From an optimization exercise on the open Yosys and OpenROAD flow, aimed at small area, a short achievable clock period and few clock cycles; shortcuts taken in it are not production practice. The RTL was checked by simulation tests, not by an equivalence proof against the original design. Power figures rest on the tool's default switching activity, not on a simulated workload.

==> job 7881: inputs <==
==> flow/design.v <==
package ex_pkg;
    localparam int INST_W = 32;
    localparam logic [6:0] OPC_OP_IMM = 7'b0010011;
    localparam logic [6:0] OPC_OP     = 7'b0110011;
    localparam logic [6:0] OPC_LOAD   = 7'b0000011;
    localparam logic [6:0] OPC_STORE  = 7'b0100011;
    localparam logic [6:0] OPC_BRANCH = 7'b1100011;
    localparam logic [6:0] OPC_JAL    = 7'b1101111;
    localparam logic [6:0] OPC_JALR   = 7'b1100111;
    localparam logic [6:0] OPC_LUI    = 7'b0110111;
    localparam logic [6:0] OPC_AUIPC  = 7'b0010111;
    localparam logic [2:0] F3_ADD_SUB = 3'b000;
    localparam logic [2:0] F3_SLL     = 3'b001;
    localparam logic [2:0] F3_SLT     = 3'b010;
    localparam logic [2:0] F3_SLTU    = 3'b011;
    localparam logic [2:0] F3_XOR     = 3'b100;
    localparam logic [2:0] F3_SR      = 3'b101;
    localparam logic [2:0] F3_OR      = 3'b110;
    localparam logic [2:0] F3_AND     = 3'b111;
    localparam logic [2:0] F3_BEQ  = 3'b000;
    localparam logic [2:0] F3_BNE  = 3'b001;
    localparam logic [2:0] F3_BLT  = 3'b100;
    localparam logic [2:0] F3_BGE  = 3'b101;
    localparam logic [2:0] F3_BLTU = 3'b110;
    localparam logic [2:0] F3_BGEU = 3'b111;
    localparam logic [2:0] F3_DIV  = 3'b100;
    localparam logic [2:0] F3_DIVU = 3'b101;
    localparam logic [6:0] F7_MULDIV = 7'b0000001;
    typedef enum logic [3:0] {
        ALU_ADD,
        ALU_SUB,
        ALU_SLL,
        ALU_SLT,
        ALU_SLTU,
        ALU_XOR,
        ALU_SRL,
        ALU_SRA,
        ALU_OR,
        ALU_AND
    } alu_op_e;
endpackage
`timescale 1ns/1ps
module ex_shift (
    input  logic [31:0] a_i,
    input  logic [4:0]  shamt_i,
    input  logic        left_i,
    input  logic        arith_i,
    output logic [31:0] res_o
);
    logic [31:0] x;
    logic [31:0] y;
    logic        fill;
    logic signed [32:0] t;
    always_comb begin
        for (int i = 0; i < 32; i++) begin
            x[i] = left_i ? a_i[31-i] : a_i[i];
        end
    end
    assign fill = arith_i && !left_i && a_i[31];
    assign t    = $signed({fill, x}) >>> shamt_i;
    assign y    = t[31:0];
    always_comb begin
        for (int i = 0; i < 32; i++) begin
            res_o[i] = left_i ? y[31-i] : y[i];
        end
    end
endmodule
`timescale 1ns/1ps
module ex_div (
    input  logic        clk,
    input  logic        rst_n_i,
    input  logic        req_i,         
    input  logic        early_i,       
    input  logic        b_zero_i,
    input  logic        signed_i,
    input  logic [31:0] a_i,
    input  logic [31:0] b_i,
    input  logic [31:0] dsr_sh_i,      
    input  logic        ge_i,          
    input  logic [31:0] diff_i,        
    output logic        busy_o,
    output logic [31:0] rem1_o,
    output logic [31:0] dsr_o,
    output logic [4:0]  cnt_o,
    output logic        hold_o,
    output logic [31:0] quotient_o
);
    logic        busy;
    logic        align;
    logic        fin;
    logic [31:0] rem;
    logic [31:0] dsr;
    logic [31:0] quo;
    logic [4:0]  cnt;
    logic        neg;
    logic [31:0] a_mag;
    logic [31:0] b_mag;
    logic [4:0]  lz_a;
    logic [4:0]  lz_b;
    logic [4:0]  sh;
    logic [32:0] trial1;
    logic        q1;
    logic [31:0] rem1;
    logic        last;
    logic [30:0] hi;
    logic        lo;
    logic [30:0] hi_neg;
    function automatic logic [4:0] clz(input logic [31:0] v);
        logic [4:0] n;
        n = 5'd31;
        for (int i = 0; i < 32; i++) begin
            if (v[i]) n = 31 - i;
        end
        clz = n;
    endfunction
    assign a_mag = (signed_i && a_i[31]) ? -a_i : a_i;
    assign b_mag = (signed_i && b_i[31]) ? -b_i : b_i;
    assign lz_a  = clz(a_mag);
    assign lz_b  = clz(b_mag);
    assign sh    = lz_b - lz_a;
    assign trial1 = {1'b0, rem} - {1'b0, dsr};
    assign q1     = !trial1[32];
    assign rem1   = q1 ? trial1[31:0] : rem;
    assign last = fin || (!align && cnt == 5'd0);
    always_ff @(posedge clk or negedge rst_n_i) begin
        if (!rst_n_i) begin
            busy  <= 1'b0;
            align <= 1'b0;
            fin   <= 1'b0;
        end else begin
            if (!busy) begin
                busy  <= req_i && !early_i;
                align <= req_i && !early_i && (sh != 5'd0);
                fin   <= 1'b0;
            end else if (align) begin
                align <= 1'b0;
            end else if (last) begin
                busy  <= 1'b0;
                fin   <= 1'b0;
            end else begin
                fin   <= (cnt == 5'd1);
            end
        end
    end
    always_ff @(posedge clk) begin
        if (!busy) begin
            rem <= a_mag;
            dsr <= b_mag;
            quo <= '0;
            cnt <= sh;
            neg <= signed_i && (a_i[31] ^ b_i[31]);
        end else if (align) begin
            dsr <= dsr_sh_i;
        end else begin
            rem <= ge_i ? diff_i : rem1;
            dsr <= {2'b0, dsr[31:2]};
            quo <= {quo[29:0], q1, ge_i};
            cnt <= cnt - 5'd2;
        end
    end
    assign hi     = fin ? quo[31:1] : quo[30:0];
    assign lo     = fin ? quo[0] : q1;
    assign hi_neg = -hi;
    always_comb begin
        if (!busy) begin
            quotient_o = {32{b_zero_i}};
        end else if (!neg) begin
            quotient_o = {hi, lo};
        end else if (lo) begin
            quotient_o = {~hi, 1'b1};
        end else begin
            quotient_o = {hi_neg, 1'b0};
        end
    end
    assign hold_o = req_i && (busy ? !last : !early_i);
    assign busy_o = busy;
    assign rem1_o = rem1;
    assign dsr_o  = dsr;
    assign cnt_o  = cnt;
endmodule
`timescale 1ns/1ps
module ex_stage #(
    parameter int XLEN = 32
) (
    input  logic                      clk,
    input  logic                      rst_n_i,
    input  logic [ex_pkg::INST_W-1:0] inst_i,
    input  logic [XLEN-1:0]           inst_addr_i,
    input  logic [XLEN-1:0]           rs1_data_i,
    input  logic [XLEN-1:0]           rs2_data_i,
    output logic                      reg_w_ena_o,
    output logic [4:0]                reg_w_addr_o,
    output logic [XLEN-1:0]           reg_w_data_o,
    output logic                      mem_r_ena_o,
    output logic [XLEN-1:0]           mem_r_addr_o,
    output logic                      mem_w_ena_o,
    output logic [XLEN-1:0]           mem_w_addr_o,
    output logic [XLEN-1:0]           mem_w_data_o,
    output logic                      jump_flag_o,
    output logic [XLEN-1:0]           jump_addr_o,
    output logic                      div_hold_o
);
    logic [31:0] inst;
    logic [31:0] pc;
    logic [31:0] a;
    logic [31:0] b;
    logic [6:0]  opcode;
    logic [2:0]  f3;
    assign inst   = inst_i;
    assign pc     = inst_addr_i;
    assign a      = rs1_data_i;
    assign b      = rs2_data_i;
    assign opcode = inst[6:0];
    assign f3     = inst[14:12];
    logic is_op_imm, is_op, is_load, is_store, is_branch, is_jal, is_jalr, is_lui, is_auipc;
    logic is_muldiv, is_alu_r, is_div, div_signed;
    assign is_op_imm  = (opcode == ex_pkg::OPC_OP_IMM);
    assign is_op      = (opcode == ex_pkg::OPC_OP);
    assign is_load    = (opcode == ex_pkg::OPC_LOAD);
    assign is_store   = (opcode == ex_pkg::OPC_STORE);
    assign is_branch  = (opcode == ex_pkg::OPC_BRANCH);
    assign is_jal     = (opcode == ex_pkg::OPC_JAL);
    assign is_jalr    = (opcode == ex_pkg::OPC_JALR);
    assign is_lui     = (opcode == ex_pkg::OPC_LUI);
    assign is_auipc   = (opcode == ex_pkg::OPC_AUIPC);
    assign is_muldiv  = (inst[31:25] == ex_pkg::F7_MULDIV);
    assign is_alu_r   = is_op && !is_muldiv;
    assign is_div     = is_op && is_muldiv && (f3[2:1] == 2'b10);
    assign div_signed = !f3[0];
    logic [31:0] imm_i, imm_s, imm_b, imm_u, imm_j;
    assign imm_i = {{20{inst[31]}}, inst[31:20]};
    assign imm_s = {{20{inst[31]}}, inst[31:25], inst[11:7]};
    assign imm_b = {{19{inst[31]}}, inst[31], inst[7], inst[30:25], inst[11:8], 1'b0};
    assign imm_u = {inst[31:12], 12'b0};
    assign imm_j = {{11{inst[31]}}, inst[31], inst[19:12], inst[20], inst[30:21], 1'b0};
    logic [31:0] op1, op2;
    logic        sub;
    logic        signs_differ;
    logic [32:0] sum;
    logic        lt_u, lt_s, eq;
    assign signs_differ = a[31] ^ b[31];
    assign op1 = opcode[2] ? pc : a;
    always_comb begin
        if (opcode[2]) begin
            op2 = opcode[6] ? 32'd4 : imm_u;              
        end else if (opcode[5] && (opcode[4] || opcode[6])) begin
            op2 = b;                                      
        end else if (opcode[5]) begin
            op2 = imm_s;                                  
        end else begin
            op2 = imm_i;                                  
        end
    end
    assign sub = !opcode[2] && (opcode[6] || (opcode[4] && (
                     (!f3[2] && f3[1]) || (f3[0] && !f3[1]) ||
                     (f3 == 3'b000 && opcode[5] && inst[30]) ||
                     (f3 == 3'b100 && !signs_differ))));
    logic [31:0] op2x, prop, gen;
    assign op2x = op2 ^ {32{sub}};
    assign prop = op1 ^ op2x;
    assign gen  = op1 & op2x;
    assign sum  = {1'b0, op1} + {1'b0, op2x} + {32'b0, sub};
    assign lt_u = !sum[32];
    assign lt_s = lt_u ^ op1[31] ^ op2[31];
    assign eq   = (a == b);
    logic        div_busy;
    logic [31:0] div_rem1;
    logic [31:0] div_dsr;
    logic [4:0]  div_cnt;
    logic [31:0] shres;
    logic [31:0] alu_res;
    ex_shift u_shift (
        .a_i     (div_busy ? div_dsr : a),
        .shamt_i (div_busy ? div_cnt : (opcode[5] ? b[4:0] : inst[24:20])),
        .left_i  (div_busy || !f3[2]),
        .arith_i (inst[30]),
        .res_o   (shres)
    );
    always_comb begin
        case (f3)
            3'b000:  alu_res = sum[31:0];
            3'b001:  alu_res = shres;
            3'b010:  alu_res = {31'b0, lt_s};
            3'b011:  alu_res = {31'b0, lt_u};
            3'b100:  alu_res = a ^ op2;
            3'b101:  alu_res = shres;
            3'b110:  alu_res = prop | gen;
            default: alu_res = gen;
        endcase
    end
    logic zero_sum;
    logic a_lt_b;
    logic b_zero;
    logic div_early;
    logic div_hold;
    logic [31:0] div_q;
    assign zero_sum = (prop == {prop[30:0] | gen[30:0], 1'b0});
    assign b_zero   = (b == '0);
    always_comb begin
        if (!(div_signed && (a[31] || b[31]))) begin
            a_lt_b = lt_u;
        end else if (!signs_differ) begin
            a_lt_b = !lt_u && !eq;
        end else if (a[31]) begin
            a_lt_b = !sum[31] && !zero_sum;
        end else begin
            a_lt_b = sum[31];
        end
    end
    assign div_early = b_zero || a_lt_b;
    ex_div u_div (
        .clk        (clk),
        .rst_n_i    (rst_n_i),
        .req_i      (is_div),
        .early_i    (div_early),
        .b_zero_i   (b_zero),
        .signed_i   (div_signed),
        .a_i        (a),
        .b_i        (b),
        .dsr_sh_i   (shres),
        .ge_i       (jsum[32]),
        .diff_i     (jsum[31:0]),
        .busy_o     (div_busy),
        .rem1_o     (div_rem1),
        .dsr_o      (div_dsr),
        .cnt_o      (div_cnt),
        .hold_o     (div_hold),
        .quotient_o (div_q)
    );
    logic cond;
    always_comb begin
        case (f3)
            3'b000:  cond = eq;
            3'b001:  cond = !eq;
            3'b100:  cond = lt_s;
            3'b101:  cond = !lt_s;
            3'b110:  cond = lt_u;
            3'b111:  cond = !lt_u;
            default: cond = 1'b0;
        endcase
    end
    logic [31:0] jbase, joff;
    logic [32:0] jsum;
    always_comb begin
        if (div_busy) begin
            jbase = div_rem1;
            joff  = ~{1'b0, div_dsr[31:1]};
        end else begin
            jbase = (opcode[3:2] == 2'b01) ? a : pc;     
            if (opcode[3]) begin
                joff = imm_j;
            end else if (opcode[2]) begin
                joff = imm_i;
            end else begin
                joff = imm_b;
            end
        end
    end
    assign jsum = {1'b0, jbase} + {1'b0, joff} + {32'b0, div_busy};
    assign div_hold_o   = div_hold;
    assign reg_w_ena_o  = (is_op_imm || is_alu_r || is_load || is_jal || is_jalr ||
                           is_lui || is_auipc || is_div) && !div_hold;
    assign reg_w_addr_o = inst[11:7];
    assign reg_w_data_o = is_div ? div_q :
                          !opcode[2] ? alu_res :                      
                          (opcode[5] && !opcode[6]) ? imm_u :         
                          sum[31:0];                                  
    assign mem_r_ena_o  = is_load;
    assign mem_r_addr_o = sum[31:0];
    assign mem_w_ena_o  = is_store;
    assign mem_w_addr_o = sum[31:0];
    assign mem_w_data_o = b;
    assign jump_flag_o  = is_jal || is_jalr || (is_branch && cond);
    assign jump_addr_o  = jsum[31:0];
endmodule
==> flow/flow/run.sh <==
#!/bin/bash
# The standard layout, with each port buffered by buf_1 instead of the
# default delay-cell buffer. The make run's full output goes to flow_make.log.
set -euo pipefail
export BUFFER_PORTS_ARGS="-buffer_cell sky130_fd_sc_hd__buf_1"
bash standard.sh "BUFFER_PORTS_ARGS=-buffer_cell sky130_fd_sc_hd__buf_1" finish > flow_make.log 2>&1
==> flow/standard.sh <==
#!/bin/bash
# synth_recipe.tcl (not shown) runs the flow's synth.tcl, then flattens the netlist and writes it again
# the make line also repeats each setting of config.mk as NAME=value (left out here)
make -C /OpenROAD-flow-scripts/flow DESIGN_CONFIG=/design/flow/config.mk WORK_HOME=/design/flow/orfs CLKGATE_MAP_FILE= SYNTH_SCRIPT=/design/flow/synth_recipe.tcl "${@:-finish}"
==> flow/config.mk <==
export PLATFORM = sky130hd
export DESIGN_NAME = ex_stage
export DESIGN_NICKNAME = ex_stage
export VERILOG_FILES = /design/flow/design.v
export SDC_FILE = /design/flow/constraint.sdc
export NUM_CORES = 4
export LEC_CHECK = 0
export ABC_AREA = 1
export CAP_MARGIN = 20
export CORE_MARGIN = 2
export CORE_UTILIZATION = 40
export SETUP_SLACK_MARGIN = 2.0
export SLEW_MARGIN = 20
==> flow/constraint.sdc <==
create_clock -name core_clock -period 11.0 [get_ports {clk}]
set_input_delay 2.2000 -clock core_clock [delete_from_list [all_inputs] [get_ports {clk}]]
set_output_delay 2.2000 -clock core_clock [all_outputs]
set_load 0.01 [all_outputs]
==> job 5498: changes against job 7881 <==
==> flow/flow/run.sh (replaced) <==
#!/bin/bash
# The standard layout, with each port buffered by buf_2 instead of the
# default delay-cell buffer. The make run's full output goes to flow_make.log.
set -euo pipefail
export BUFFER_PORTS_ARGS="-buffer_cell sky130_fd_sc_hd__buf_2"
bash standard.sh "BUFFER_PORTS_ARGS=-buffer_cell sky130_fd_sc_hd__buf_2" finish > flow_make.log 2>&1
==> job 1655: changes against job 7881 <==
==> flow/flow/run.sh (replaced) <==
#!/bin/bash
# The standard layout, with each port buffered by buf_2 instead of the
# default delay-cell buffer. The make run's full output goes to flow_make.log.
set -euo pipefail
export BUFFER_PORTS_ARGS="-buffer_cell sky130_fd_sc_hd__buf_2"
bash standard.sh "BUFFER_PORTS_ARGS=-buffer_cell sky130_fd_sc_hd__buf_2" finish > flow_make.log 2>&1
SETUP_SLACK_MARGIN = 1.0   (was 2.0)
==> qor summary <==
item                                                           job 1655    job 7881    job 5498
Share of layout cells above drive strength 1                      11.9%       6.14%       13.5%
Outcome                                        timing/DRC/antenna clean  timing/DRC/antenna clean  timing/DRC/antenna clean
Half-perimeter wire length of the detailed placement result    98700 um    99700 um    98700 um
Overall power                                                   6.25 mW     6.27 mW     6.37 mW
Antenna cells                                                         0           1           1
Combined global-route utilization of all metal layers             41.0%       41.7%       41.1%
Met1 Usage GRT                                                    56.9%       57.4%       56.6%
Total via count in the routed design                              27800       27900       28100
Detailed Route Iter0 Violations                                    4118        4146        4069
Final-layout worst hold slack                                    501 ps      490 ps      499 ps
Cell-internal power                                             2.35 mW     2.28 mW     2.42 mW
Leakage power summed over all cells                             11.5 nW     10.9 nW     11.6 nW
Placed cell count                                                  4570        4586        4570
Number of non-filler instances in the completed layout             4586        4622        4610
Biggest cell delay along the critical path                       480 ps      560 ps      840 ps
Total detailed-routing wirelength                             120000 um   122000 um   121000 um
Fraction of area in multi-input gates                             68.2%       68.5%       67.6%
Global-route track usage on met2                                  58.7%       60.3%       58.6%
Multi-input gate area                                        0.0161 mm2  0.0163 mm2  0.0163 mm2
Number of non-clock buffers                                         348         382         370
Testbench counts of job 7881, summed over its fixed seeds: cycles 5,373.
Testbench counts of job 5498, summed over its fixed seeds: cycles 5,373.
Testbench counts of job 1655, summed over its fixed seeds: cycles 5,373.

==> re-timing with driven ports <==
Ports are ideal in the flow. The routed layouts listed here were re-timed in OpenROAD.
Step 1, drivers: a clkbuf_16 drives clk and a buf_2 each remaining input, both assumed.
Step 2 adds t to the input delays and takes it off the output delays; t is the mean of the earliest and latest rising clock arrival at the registers after step 1. Input paths then give back, and output paths get back, about the clock's delay inside the block.
Three values: ideal, step 1, step 2; two values: the first two.
| run | t (ns) | slack for setup (ns) | hold WS [ns] | latest minus earliest clock arrival (ns) | worst register clock-pin slew, ns |
|---|---|---|---|---|---|
| job 7881 | 0.482 | 2.005 / 1.984 / 1.984 | 0.490 / 0.490 / 0.490 | 0.016 / 0.016 | 0.10 / 0.10 |
| job 5498 | 0.487 | 1.965 / 1.944 / 1.944 | 0.499 / 0.499 / 0.499 | 0.021 / 0.022 | 0.11 / 0.11 |
| job 1655 | 0.491 | 1.297 / 1.275 / 1.275 | 0.501 / 0.501 / 0.501 | 0.018 / 0.018 | 0.11 / 0.11 |
After both steps every run listed still meets setup and hold. For job 1655, which loses most, drivers alone change the setup slack by -0.022 ns; drivers and shift together by -0.022 ns.
